What follows belongs to an exercise in optimizing a design on an open flow for a short achievable clock period and few clock cycles; a production flow would make more cautious choices. Function was checked by simulation only, so behaviour that the tests miss may differ from the original. Power figures rest on the tool's default switching activity, not on a simulated workload.

===== flow/constraint.sdc =====
create_clock -name core_clock -period 8.0 [get_ports {clk}]
set_input_delay 1.6000 -clock core_clock [delete_from_list [all_inputs] [get_ports {clk}]]
set_output_delay 1.6000 -clock core_clock [all_outputs]
set_load 0.01 [all_outputs]

===== flow/flow/run.sh =====
#!/bin/bash
# The standard layout, with timing repair aimed at a setup slack of 6.0 ns.
set -euo pipefail
bash standard.sh SETUP_SLACK_MARGIN=6.0 finish > make_finish.log 2>&1

===== flow/design.v =====
package cpu_pkg;
    parameter int WORD_W    = 16;
    parameter int BYTE_W    = 8;
    parameter int PADDR_W   = 20;
    parameter int REG_IDX_W = 3;
endpackage
`timescale 1ns/100ps
module core_top (
    input  logic        clk,
    input  logic        rst,
    output logic [19:0] rom_addr,
    input  logic [7:0]  rom_data,
    output logic        mem_en,
    output logic        mem_we,
    output logic [19:0] mem_addr,
    output logic [15:0] mem_wdata,
    input  logic [15:0] mem_rdata,
    output logic        halted
);
    localparam logic [1:0] R_OP    = 2'd0;
    localparam logic [1:0] R_MODRM = 2'd1;
    localparam logic [1:0] R_D0    = 2'd2;
    localparam logic [1:0] R_D1    = 2'd3;
    localparam logic [15:0] K_DATA = 16'h1000;
    localparam logic [15:0] K_PUSH = 16'h1FFE;   
    localparam logic [15:0] K_POP  = 16'h2000;
    logic [15:0] pc;
    logic [7:0]  b;          
    logic [1:0]  role;       
    logic        disc;       
    logic        need2;      
    logic        fe_done;    
    logic [7:0]  op_r;
    logic [7:0]  m_r;
    logic [7:0]  lo_r;
    logic        hlt_seen;
    logic        u_valid;
    logic        u_load, u_store, u_push, u_pop, u_imm;
    logic [2:0]  u_dst;
    logic [15:0] u_k;
    logic        u_bx, u_bp, u_si, u_di, u_sp, u_stack;
    logic [7:0]  u_selw;     
    logic [7:0]  u_selb;     
    logic [7:0]  u_wlo;      
    logic [7:0]  u_whi;      
    logic [7:0]  u_rmask;    
    logic [7:0]  u_wmask;    
    logic [15:0] regs [8];
    logic [7:0]  ld1_m, ld2_m, ld3_m;    
    logic        m_mem, m_we, m_stack;
    logic [15:0] m_s, m_c, m_wdata;
    logic        stall;
    logic        go;
    assign rom_addr = {4'h0, pc};
    logic        n_valid, n_load, n_store, n_push, n_pop, n_imm;
    logic [2:0]  n_dst;
    logic [15:0] n_k;
    logic        n_bx, n_bp, n_si, n_di, n_sp, n_stack;
    logic [7:0]  n_selw, n_selb, n_wlo, n_whi;
    logic [7:0]  n_rmask, n_wmask;
    logic [1:0]  role_n;
    logic        disc_n;
    logic        need2_n;
    logic        skip;
    logic        d_hlt;
    function automatic logic [7:0] onehot(input logic [2:0] i);
        onehot = 8'd1 << i;
    endfunction
    function automatic logic [1:0] disp_n(input logic [7:0] m);
        case (m[7:6])
            2'b00:   disp_n = (m[2:0] == 3'b110) ? 2'd2 : 2'd0;
            2'b01:   disp_n = 2'd1;
            2'b10:   disp_n = 2'd2;
            default: disp_n = 2'd0;
        endcase
    endfunction
    function automatic logic [3:0] bases(input logic [7:0] m);
        case (m[2:0])
            3'd0:    bases = 4'b1010;
            3'd1:    bases = 4'b1001;
            3'd2:    bases = 4'b0110;
            3'd3:    bases = 4'b0101;
            3'd4:    bases = 4'b0010;
            3'd5:    bases = 4'b0001;
            3'd6:    bases = (m[7:6] == 2'b00) ? 4'b0000 : 4'b0100;
            default: bases = 4'b1000;
        endcase
    endfunction
    function automatic logic [7:0] base_mask(input logic [3:0] bs);
        base_mask = {bs[0], bs[1], bs[2], 1'b0, bs[3], 3'b000};
    endfunction
    task automatic mem_uop(input logic [7:0] op, input logic [7:0] m);
        n_valid = 1'b1;
        n_load  = op[1];
        n_store = !op[1];
        n_dst   = m[5:3];
        n_selw  = op[1] ? 8'h00 : onehot(m[5:3]);
        {n_bx, n_bp, n_si, n_di} = bases(m);
        n_rmask = base_mask(bases(m)) | n_selw;
    endtask
    task automatic byte_write(input logic [2:0] d);
        n_wlo   = d[2] ? 8'h00 : onehot({1'b0, d[1:0]});
        n_whi   = d[2] ? onehot({1'b0, d[1:0]}) : 8'h00;
        n_wmask = onehot({1'b0, d[1:0]});
    endtask
    always_comb begin
        n_valid = 1'b0;
        n_load  = 1'b0;
        n_store = 1'b0;
        n_push  = 1'b0;
        n_pop   = 1'b0;
        n_imm   = 1'b0;
        n_dst   = 3'd0;
        n_k     = K_DATA;
        n_bx    = 1'b0;
        n_bp    = 1'b0;
        n_si    = 1'b0;
        n_di    = 1'b0;
        n_sp    = 1'b0;
        n_stack = 1'b0;
        n_selw  = 8'h00;
        n_selb  = 8'h00;
        n_wlo   = 8'h00;
        n_whi   = 8'h00;
        n_rmask = 8'h00;
        n_wmask = 8'h00;
        role_n  = R_OP;
        disc_n  = 1'b0;
        need2_n = need2;
        skip    = 1'b0;
        d_hlt   = 1'b0;
        case (role)
            R_OP: begin
                casez (b)
                    8'b1011_0???: begin
                        role_n  = R_D0;
                        need2_n = 1'b0;
                    end
                    8'b1011_1???, 8'hA1, 8'hA3: begin
                        role_n  = R_D0;
                        need2_n = 1'b1;
                    end
                    8'b1000_10??: begin
                        role_n = R_MODRM;
                    end
                    8'b0101_0???: begin
                        n_valid = 1'b1;
                        n_push  = 1'b1;
                        n_selw  = onehot(b[2:0]);
                        n_sp    = 1'b1;
                        n_stack = 1'b1;
                        n_k     = K_PUSH;
                        n_rmask = onehot(b[2:0]) | 8'h10;
                        n_wmask = 8'h10;
                    end
                    8'b0101_1???: begin
                        n_valid = 1'b1;
                        n_pop   = 1'b1;
                        n_dst   = b[2:0];
                        n_sp    = 1'b1;
                        n_stack = 1'b1;
                        n_k     = K_POP;
                        n_rmask = 8'h10;
                        n_wmask = 8'h10;
                    end
                    8'hF4: begin
                        d_hlt = 1'b1;
                    end
                    default: begin
                    end
                endcase
            end
            R_MODRM: begin
                if (b[7:6] == 2'b11) begin
                    n_valid = 1'b1;
                    if (op_r[0]) begin
                        n_selw  = onehot(op_r[1] ? b[2:0] : b[5:3]);
                        n_wlo   = onehot(op_r[1] ? b[5:3] : b[2:0]);
                        n_whi   = n_wlo;
                        n_wmask = n_wlo;
                        n_rmask = n_selw;
                    end else begin
                        n_selb  = onehot(op_r[1] ? b[2:0] : b[5:3]);
                        byte_write(op_r[1] ? b[5:3] : b[2:0]);
                        n_rmask = onehot({1'b0, op_r[1] ? b[1:0] : b[4:3]});
                    end
                end else if (!op_r[0]) begin
                    case (disp_n(b))
                        2'd1: begin
                            role_n  = R_D0;
                            disc_n  = 1'b1;
                            need2_n = 1'b0;
                        end
                        2'd2: begin
                            role_n = R_D1;
                            disc_n = 1'b1;
                            skip   = 1'b1;
                        end
                        default: begin
                        end
                    endcase
                end else if (disp_n(b) == 2'd0) begin
                    mem_uop(op_r, b);
                end else begin
                    role_n  = R_D0;
                    need2_n = (disp_n(b) == 2'd2);
                end
            end
            R_D0: begin
                if (need2) begin
                    role_n = R_D1;
                end else if (disc) begin
                end else if (op_r[7:4] == 4'hB) begin
                    n_valid = 1'b1;
                    n_imm   = 1'b1;
                    n_k     = {b, b};
                    byte_write(op_r[2:0]);
                end else begin
                    mem_uop(op_r, m_r);
                    n_k = {b[7] ? 8'h0F : 8'h10, b};
                end
            end
            default: begin
                if (disc) begin
                end else if (op_r[7:4] == 4'hB) begin
                    n_valid = 1'b1;
                    n_imm   = 1'b1;
                    n_k     = {b, lo_r};
                    n_wlo   = onehot(op_r[2:0]);
                    n_whi   = n_wlo;
                    n_wmask = n_wlo;
                end else if (op_r[7:4] == 4'hA) begin
                    n_valid = 1'b1;
                    n_load  = !op_r[1];
                    n_store = op_r[1];
                    n_selw  = op_r[1] ? 8'h01 : 8'h00;
                    n_rmask = n_selw;
                    n_k     = {b + 8'h10, lo_r};
                end else begin
                    mem_uop(op_r, m_r);
                    n_k = {b + 8'h10, lo_r};
                end
            end
        endcase
        if (fe_done) begin
            n_valid = 1'b0;
        end
        if (!n_valid) begin
            n_wlo = 8'h00;
            n_whi = 8'h00;
        end
    end
    logic        u_mem;
    logic        d_mem;
    assign u_mem = u_load | u_store | u_push | u_pop;
    assign d_mem = n_valid & (n_load | n_store | n_push | n_pop);
    assign stall = u_valid & ((|((u_rmask | u_wmask) & (ld1_m | ld2_m))) |
                              (u_sp & ld3_m[4]));
    assign go    = u_valid & !stall;
    logic        fw_w, fw_bl, fw_bh;
    logic [7:0]  sw, sb;
    logic [15:0] wv;
    logic [7:0]  bv;
    logic [15:0] ewv;
    assign fw_w  = |(u_selw & ld3_m);
    assign fw_bl = |(u_selb[3:0] & ld3_m[3:0]);
    assign fw_bh = |(u_selb[7:4] & ld3_m[3:0]);
    assign sw    = u_selw & ~ld3_m;
    assign sb    = u_selb & ~{ld3_m[3:0], ld3_m[3:0]};
    always_comb begin
        wv = {16{fw_w}} & mem_rdata;
        bv = ({8{fw_bl}} & mem_rdata[7:0]) | ({8{fw_bh}} & mem_rdata[15:8]);
        for (int j = 0; j < 8; j++) begin
            wv = wv | ({16{sw[j]}} & regs[j]);
        end
        for (int j = 0; j < 4; j++) begin
            bv = bv | ({8{sb[j]}} & regs[j][7:0]) | ({8{sb[j + 4]}} & regs[j][15:8]);
        end
        ewv = wv | {bv, bv} | ({16{u_imm}} & u_k);
    end
    logic [15:0] sp;
    logic [15:0] sp_n;
    logic        sp_step;
    logic [15:0] a1r, a2r, a1, a2;
    logic        fw_a1, fw_a2;
    logic [15:0] t;
    logic        hlt_now;
    assign sp      = regs[4];
    assign sp_step = go & (u_push | u_pop);
    assign sp_n    = u_push ? sp - 16'd2 : sp + 16'd2;
    assign a1r   = ({16{u_bx}} & regs[3]) | ({16{u_bp}} & regs[5]) | ({16{u_sp}} & regs[4]);
    assign a2r   = ({16{u_si}} & regs[6]) | ({16{u_di}} & regs[7]);
    assign fw_a1 = (u_bx & ld3_m[3]) | (u_bp & ld3_m[5]);
    assign fw_a2 = (u_si & ld3_m[6]) | (u_di & ld3_m[7]);
    assign a1    = fw_a1 ? mem_rdata : a1r;
    assign a2    = fw_a2 ? mem_rdata : a2r;
    assign t     = m_s + m_c;
    assign hlt_now = !fe_done && role_n == R_OP && rom_data == 8'hF4;
    always_ff @(posedge clk or negedge rst) begin
        if (!rst) begin
            for (int i = 0; i < 8; i++) begin
                regs[i] <= (i == 4) ? 16'h0100 : 16'h0000;
            end
        end else begin
            for (int i = 0; i < 8; i++) begin
                if (u_wlo[i]) begin
                    regs[i][7:0] <= ewv[7:0];
                end else if (ld3_m[i]) begin
                    regs[i][7:0] <= mem_rdata[7:0];
                end else if (i == 4 && sp_step) begin
                    regs[i][7:0] <= sp_n[7:0];
                end
                if (u_whi[i]) begin
                    regs[i][15:8] <= ewv[15:8];
                end else if (ld3_m[i]) begin
                    regs[i][15:8] <= mem_rdata[15:8];
                end else if (i == 4 && sp_step) begin
                    regs[i][15:8] <= sp_n[15:8];
                end
            end
        end
    end
    always_ff @(posedge clk or negedge rst) begin
        if (!rst) begin
            pc       <= 16'h0000;
            role     <= R_D1;
            disc     <= 1'b1;
            fe_done  <= 1'b0;
            hlt_seen <= 1'b0;
            u_valid  <= 1'b0;
            u_wlo    <= 8'h00;
            u_whi    <= 8'h00;
            ld1_m    <= 8'h00;
            ld2_m    <= 8'h00;
            ld3_m    <= 8'h00;
            m_mem    <= 1'b0;
            mem_en   <= 1'b0;
            halted   <= 1'b0;
        end else begin
            if (!stall) begin
                pc      <= pc + (skip ? 16'd2 : 16'd1);
                role    <= role_n;
                disc    <= disc_n;
                u_valid <= n_valid;
                u_wlo   <= n_wlo;
                u_whi   <= n_whi;
                if (d_hlt) begin
                    fe_done <= 1'b1;
                end
            end
            if (hlt_now) begin
                hlt_seen <= 1'b1;
            end
            ld1_m  <= (go && (u_load || u_pop)) ? onehot(u_dst) : 8'h00;
            ld2_m  <= ld1_m;
            ld3_m  <= ld2_m;
            m_mem  <= go && u_mem;
            mem_en <= m_mem;
            if ((hlt_now || hlt_seen) && !d_mem && !(u_valid && u_mem) && !m_mem) begin
                halted <= 1'b1;
            end
        end
    end
    always_ff @(posedge clk) begin
        if (!stall) begin
            b     <= rom_data;
            need2 <= need2_n;
            if (role == R_OP) begin
                op_r <= b;
            end
            if (role == R_MODRM) begin
                m_r <= b;
            end
            if (role == R_D0) begin
                lo_r <= b;
            end
            u_load  <= n_load;
            u_store <= n_store;
            u_push  <= n_push;
            u_pop   <= n_pop;
            u_imm   <= n_imm;
            u_dst   <= n_dst;
            u_k     <= n_k;
            u_bx    <= n_bx;
            u_bp    <= n_bp;
            u_si    <= n_si;
            u_di    <= n_di;
            u_sp    <= n_sp;
            u_stack <= n_stack;
            u_selw  <= n_selw;
            u_selb  <= n_selb;
            u_rmask <= n_rmask;
            u_wmask <= n_wmask;
        end
        m_we      <= u_store | u_push;
        m_stack   <= u_stack;
        m_s       <= a1 ^ a2 ^ u_k;
        m_c       <= {(a1[14:0] & a2[14:0]) | (a1[14:0] & u_k[14:0]) | (a2[14:0] & u_k[14:0]), 1'b0};
        m_wdata   <= ewv;
        mem_we    <= m_we;
        mem_addr  <= {3'b000, m_stack ? (t[15:13] == 3'b000) : (t[15:12] == 4'h0), t};
        mem_wdata <= m_wdata;
    end
endmodule

===== flow/standard.sh =====
#!/bin/bash
# synth_recipe.tcl (not shown) runs the flow's synth.tcl, then flattens the netlist and writes it again
# the make line also repeats each setting of config.mk as NAME=value (left out here)
make -C /OpenROAD-flow-scripts/flow DESIGN_CONFIG=/design/flow/config.mk WORK_HOME=/design/flow/orfs CLKGATE_MAP_FILE= SYNTH_SCRIPT=/design/flow/synth_recipe.tcl "${@:-finish}"

===== flow/config.mk =====
export PLATFORM = sky130hd
export DESIGN_NAME = core_top
export DESIGN_NICKNAME = core_top
export VERILOG_FILES = /design/flow/design.v
export SDC_FILE = /design/flow/constraint.sdc
export NUM_CORES = 4
export LEC_CHECK = 0
export ABC_CLOCK_PERIOD_IN_PS = 2500
export CAP_MARGIN = 20
export CORE_MARGIN = 2
export CORE_UTILIZATION = 40
export SLEW_MARGIN = 20

==> impl_metrics.yaml, run 1 <==
critical_path:
  worst_setup_path_end_kind: "output pin"
  r2r_end: "halted$_DFFE_PN0P_"
  ff2ff_path_depth: 15
  crit_path_start: "pc[13]$_DFFE_PN0N_"
  critPathMaxStageDelay_ns: 0.40
  required_ns: 6.40
  cp_num_cells: 1
  critPathTopFamily: "flip-flops"
  r2r_slack_ns: 5.32
  crit_path_start_kind: "flip-flop"
  path_buf_inv: 1
  endpoint: "rom_addr[13]"
  worst-path-max-fanout: 3
  cpMaxStageDelayCell: "dfrtp_1"
  crit_chain: "buf_2"
  worstSetupPathType: "flip-flop to output pin"
  rr_startpoint: "b[1]$_DFFE_PN_"
  critPathArrivalTime_ns: 1.12
clock_tree:
  hold_buffers: 0
  clk-insertion-delay-late_ns: 0.59
  clock_sinks: 365
  htreeDepth: 2
  clkTransAtPathRegs_ns: 0.06
  numCtsBuffers: 43
  cts_tree: "yes"
  clock_path_buffers: 3
  ctsRootBufferMaster: "clkbuf_16"
min_path:
  holdPathStages: 0
  hold_class: "flip-flop to flip-flop"
routing:
  routed.top_layer: "met5"
  finalWirelength_um: 86900
  drt-initial-drc-count: 2733
  ant_nets: 0
  via_per_inst: 6.65
  wire_per_inst_um: 30.5
  wl_met3_um: 10900
  drcViolationCount: 0
  wl_met2_um: 37100
  dr_total_vias: 18978
  dr.pass1.iters: 19
  wl_met1_um: 30500
sta:
  tightest_slew_ns: 1.22
  slew_headroom_pct: 18.8
  timing.hold.ws_ns: 0.307
  fin_crit_sh_pct: 34.0
  period_minus_slack_ns: 2.72
  fin_setup_tns_ns: 0
  setup_violations: 0
  final_hold_viol_count: 0
  fmax_mhz: 368
  fin_worst_skew_ns: 0.0261
  grt_setup_unrepaired: "true"
  finalMaxSlewViolations: 0
synth:
  synthTopCellsByArea: "dfrtp_1 (24%), edfxtp_1 (15%), dfxtp_1 (8.8%), a21oi_1 (5.6%), a211oi_1 (4.8%)"
  async_reset_ff_share_pct: 51.8
  ys_types: 79
  ys_ff_latch: 365
  ys_seq_area_share_pct: 48.4
  synth_warnings: 2
  yosys.area.top_type: "dfrtp_1"
  syn_area_sq_mm: 0.0190
  syn_avg_cell_area_sq_um: 9.88
  ys.flop_type: "dfrtp_1"
  syn_inst: 1920
  synth_top_area_share_pct: 24.4
  synth_edf_count: 93
cells_and_area:
  final_common_cell: "buf_4"
  final_area_sq_mm: 0.0276
  fin_nets: 2286
  drive_gt1_share_pct: 41.6
  final_util_pct: 59.2
  final_cell_mix: "buf_4 (187), dfrtp_1 (175), a21oi_2 (138)"
  syn_to_final_growth_pct: 45.5
placed_design:
  io_buffers: 77
  placed_area_sq_mm: 0.0207
  place_congestion: 0.934
  hpwl_um: 44500
power:
  power_density_mw_per_mm2: 210
  p_total_mw: 5.79
  power.leakage_nw: 11.5
  ir_worst_vdd_v: 0.000197
floorplan:
  die_area_sq_mm: 0.0492
  die-width_um: 222
  core-area_sq_mm: 0.0467
  fp.dieH_um: 222
  num_rows: 79
  start_util_pct: 40.7
  io_pins: 85
global_route:
  grt_pass1_wl_um: 122000
  grtUsageTotal_pct: 33.5
  grt_pass1_vias: 18368
  overflow: 0
  grt_max_degree: 108
  antenna_found_initial: 13
outcome:
  status: "no timing/DRC/antenna violations"
flow_run:
  cap_violations: 0
state kept, by name, indices dropped and copies added (netlist names), 15 cells and up:
| register | flops |
|---|---|
| mem_wdata | 16 |
| pc | 16 |
| mem_addr | 17 |
| u_k | 16 |
| m_wdata | 16 |
| m_c | 15 |
| regs | 128 |
| m_s | 16 |
per-layer routing:
layer	vias to the layer above	global-route usage (%)
li1	7795	-
met1	9147	40.6
met2	1482	50.8
met3	546	11.2
met4	8	22.2
met5	-	0
Yosys cell counts, types with 24 or more instances:
cell	number
a21oi_1	211
nand2_1	102
clkbuf_1	123
nor2b_1	132
dfrtp_1	185
xnor2_1	29
dfxtp_1	83
edfxtp_1	93
a211oi_1	122
a22oi_1	90
nand3b_1	37
nor2_1	116
ha_1	36
a222oi_1	32
o21ai_0	57
nand3_1	35
o22ai_1	24
inv_1	50
report_power, final:
part	switching, mW	internal, mW	total, mW
combinational	0.694	0.645	1.34
clock	0.826	1.27	2.09
sequential	0.235	2.12	2.36
logic make-up after synthesis:
group | count (synthesis) | share of synthesized area, %
AO/OA/AOI/OAI | 688 | 24.9
XOR/XNOR | 38 | 1.75
adder cells (fa/ha/maj) | 54 | 4.27
buffers and inverters | 226 | 4.99
flip-flops | 365 | 48.4
multiplexers | 8 | 0.429
other | 1 | 0.0198
AND/OR/NAND/NOR | 540 | 15.2
worst min path at each step:
stage | slack [ns] | from | to
2_1_floorplan | 0.31 | m_s[0]$_DFF_P_ | mem_addr[0]$_DFF_P_
3_3_place_gp | 0.31 | m_wdata[9]$_DFF_P_ | mem_wdata[9]$_DFF_P_
3_5_place_dp | 0.31 | m_wdata[4]$_DFF_P_ | mem_wdata[4]$_DFF_P_
4_1_cts | 0.33 | m_wdata[4]$_DFF_P_ | mem_wdata[4]$_DFF_P_
5_1_grt | 0.33 | m_wdata[1]$_DFF_P_ | mem_wdata[1]$_DFF_P_
6_report | 0.31 | m_wdata[9]$_DFF_P_ | mem_wdata[9]$_DFF_P_
per-stage QoR:
stage	std cells	worst slack [ns]
6_report	2853	5.28
4_1_cts	2786	5.25
3_5_place_dp	2467	3.91
2_1_floorplan	1926	5.12
3_3_place_gp	2467	4.02
5_1_grt	2847	5.18
area by class of cell:
type	count	area, sq um
Multi-Input combinational cell	1339	11300
Clock buffer	67	1390
Inverter	51	238
Tap cell	607	759
Timing Repair Buffer	406	4560
Fill cell	3733	19000
Sequential cell	365	9230
Clock inverter	12	130
Antenna cell	6	15.0
repair_timing:
item | CTS | global route
gates resized for setup | 781 | 152
gates cloned | 22 | 7
buffers inserted | 218 | 54
setup endpoints to repair | 532 | 407
pin swaps | 147 | 121
hold endpoints to repair | 0 | 0
worst register-to-register path: cells and delay by family, from the launching register on:
kind / cells / cell delay, ns
AND/OR/NAND/NOR: 5 / 0.60
adder cells (fa/ha/maj): 1 / 0.21
flip-flops: 1 / 0.51
buffers and inverters: 5 / 0.64
AO/OA/AOI/OAI: 4 / 0.66
Testbench counts, summed over its fixed seeds: cycles 31,983.
==> run 2: changes to the inputs <==
==> flow/flow/run.sh (replaced) <==
#!/bin/bash
# The standard layout, with timing repair aimed at a setup slack of 6.5 ns.
set -euo pipefail
bash standard.sh SETUP_SLACK_MARGIN=6.5 finish > make_finish.log 2>&1
==> impl_metrics.yaml, run 2 <==
power:
  cellInternalPower_mw: 4.02
  power_density_mw_per_mm2: 196
  combinationalPowerShare_pct: 25.2
  ir_worst_vdd_v: 0.000209
  p_total_mw: 5.85
  switching_share_pct: 31.3
  power.leakage_nw: 12.3
  net-switching-power_mw: 1.83
  pwr-share-clk_pct: 34.2
  seq_power_share_pct: 40.7
critical_path:
  worst-path-max-fanout: 5
  crit_path_start_kind: "flip-flop"
  crit_path_start: "b[1]$_DFFE_PN_"
  required_ns: 8.45
  ff2ff_path_depth: 18
  crit_chain: "buf_12, nand2_8, nor2_4, nor2_2, or2_4, inv_2, ha_4, nand3_4, buf_4, buf_6, inv_4, ha_4, a21o_1, nand2_2, nor4b_4, buf_6, nand3_2, xnor2_1"
  critPathArrivalTime_ns: 3.19
  path_buf_inv: 6
  r2r_end: "pc[13]$_DFFE_PN0N_"
  rr_startpoint: "b[1]$_DFFE_PN_"
  cpMaxStageDelayCell: "edfxtp_1"
  worst_setup_path_end_kind: "flip-flop"
  critPathMaxStageDelay_ns: 0.40
  critPathTopFamily: "simple AND/OR/NAND/NOR gates"
  worstSetupPathType: "flip-flop to flip-flop"
  r2r_slack_ns: 5.27
floorplan:
  core-area_sq_mm: 0.0467
  fp.dieH_um: 222
  start_util_pct: 40.7
  io_pins: 85
  die-width_um: 222
  num_rows: 79
  die_area_sq_mm: 0.0492
routing:
  drt-initial-drc-count: 2895
  ant_nets: 0
  dr_total_vias: 20074
  dr.pass1.iters: 22
  finalWirelength_um: 94300
  wire_per_inst_um: 32.0
  drcViolationCount: 0
  via_per_inst: 6.82
sta:
  fin_crit_sh_pct: 34.2
  period_minus_slack_ns: 2.73
  fin_ws_ns: 5.27
  slew_headroom_pct: 8.19
  final_hold_viol_count: 0
  finalMaxSlewViolations: 0
  fin_setup_tns_ns: 0
  grt_setup_unrepaired: "true"
  fin_worst_skew_ns: 0.0215
  fmax_mhz: 366
  tightest_slew_ns: 1.38
  setup_violations: 0
cells_and_area:
  syn_to_final_growth_pct: 57.6
  max_flop_register: "regs"
  final_common_cell: "buf_4"
  drive_gt1_share_pct: 48.7
  fin_nets: 2376
  largest_reg_flops: 128
  reg.largest.list: "regs: 128 flops, mem_addr: 17 flops"
  fill_cells: 3325
  final_cell_mix: "buf_4 (208), dfrtp_1 (174), buf_6 (147)"
synth:
  syn_area_sq_mm: 0.0190
  syn_avg_cell_area_sq_um: 9.88
  synth_edf_count: 93
  async_reset_ff_share_pct: 51.8
  synth_commonest_cells: "a21oi_1 (211), dfrtp_1 (185), nor2b_1 (132)"
  synth_most_common_cell: "a21oi_1"
  ys_seq_area_share_pct: 48.4
  ys_ff_latch: 365
  syn_inst: 1920
  synth_warnings: 2
  synthTopCellsByArea: "dfrtp_1 (24%), edfxtp_1 (15%), dfxtp_1 (8.8%), a21oi_1 (5.6%), a211oi_1 (4.8%)"
  ys_types: 79
  ys.flop_type: "dfrtp_1"
  synth_top_area_share_pct: 24.4
  yosys.area.top_type: "dfrtp_1"
placed_design:
  hpwl_um: 44700
  dp_slack_ns: 3.92
  io_buffers: 77
  place_congestion: 0.976
clock_tree:
  clkTransAtPathRegs_ns: 0.06
  hold_buffers: 0
  numCtsBuffers: 42
  clock_sinks: 365
  clock_path_buffers: 3
  cts_tree: "yes"
  htreeDepth: 2
  clk-insertion-delay-late_ns: 0.59
  ctsRootBufferMaster: "clkbuf_16"
flow_run:
  cap_violations: 0
min_path:
  min_to: "mem_wdata[9]$_DFF_P_"
  hold_class: "flip-flop to flip-flop"
  holdPathStages: 0
  min_from: "m_wdata[9]$_DFF_P_"
global_route:
  overflow: 0
  antenna_found_initial: 11
  grt_pass1_vias: 19172
  grt_max_degree: 36
  grt_pass1_wl_um: 131000
  grtUsageTotal_pct: 36.3
outcome:
  status: "no timing/DRC/antenna violations"
[run 2: power by group through the flow]
stage | clock [mW] | sequential [mW] | combinational, mW
floorplan | 0 | 2.31 | 0.656
global placement | 0 | 2.40 | 0.870
detailed placement | 0 | 2.40 | 0.891
CTS | 2.01 | 2.35 | 1.28
global route | 2.10 | 2.38 | 1.56
finish | 2.00 | 2.38 | 1.47
[run 2: worst max path at each step]
stage | end | slack [ns] | depth (start not counted)
finish | pc[13]$_DFFE_PN0N_ | 5.27 | 18
global route | pc[12]$_DFFE_PN0N_ | 5.14 | 16
CTS | rom_addr[6] | 5.27 | 1
detailed placement | regs[4][4]$_DFFE_PN0P_ | 3.92 | 6
global placement | regs[4][4]$_DFFE_PN0P_ | 4.04 | 6
floorplan | regs[4][3]$_DFFE_PN0P_ | 5.12 | 5
[run 2: cell families after synthesis]
logic type / synth area share (%)
AOI/OAI and AO/OA: 24.9
and+or+nand+nor: 15.2
DFF: 48.4
buffers and inverters: 4.99
adders and majority gates: 4.27
xor gates and xnor gates: 1.75
muxes: 0.429
other: 0.0198
[run 2: layer usage]
layer  vias up  part of all wire, %  wire [um]  track usage [%]
met3       682                   13      12300             14.2
met1      9712                   34      32300             42.6
li1       7959                    -          -                -
met2      1713                   43      40200             54.2
met4         8                   10       9420             26.4
met5         -                0.042         40                0
[run 2: repair_timing]
item,CTS,global route
pin swaps,189,124
setup endpoints to repair,578,442
gates cloned,37,5
resized for setup,961,158
buffers inserted,266,80
[run 2: final cells by class]
| type | instances | area (sq um) | area share (%) |
|---|---|---|---|
| multi-input cells | 1338 | 12100 | 40.4 |
| flip-flops and latches | 365 | 9270 | 31.0 |
| repair buffers | 498 | 6080 | 20.3 |
| clock buffers | 57 | 1220 | 4.08 |
| well taps | 607 | 759 | 2.54 |
| inverters | 51 | 256 | 0.858 |
| clock inverters | 20 | 198 | 0.661 |
| diodes | 9 | 22.5 | 0.0753 |
[run 2: stage by stage]
stage	hold WS, ns	area, sq um	utilization, %	instances
after global routing	0.331	29900	64.0	2936
after global placement	0.310	21100	45.2	2471
after detailed placement	0.312	21100	45.2	2471
final	0.321	29900	64.1	2945
after floorplan	0.310	20600	-	1926
after CTS	0.326	28300	60.7	2851

==> afterwards: timing with drivers on the ports <==
The results above use ideal ports. As a check the final layouts listed here were re-extracted and re-timed, cells and wires unchanged.
Step 1 sets driving cells, clkbuf_16 on the clock port and buf_2 on the other inputs (assumed; they add their load-dependent delay and slew).
Step 2 also shifts input and output timing later by t, the mid clock arrival at the registers, as if the neighbouring blocks saw the same clock.
a / b / c = ideal ports / drivers / drivers and shift; a / b = the first two.
run	shift t [ns]	setup slack, ns	hold WS [ns]	worst register clock-pin slew, ns	worst slew at a driven data input, ns
run 1	0.634	5.281 / 5.226 / 4.984	0.307 / 0.307 / 0.307	0.06 / 0.06	0.14
run 2	0.635	5.267 / 5.240 / 4.904	0.321 / 0.321 / 0.321	0.07 / 0.07	0.15
After both steps setup and hold are still met in every run listed. For run 2, which loses most, drivers alone change the setup slack by -0.027 ns; drivers and shift together by -0.363 ns.
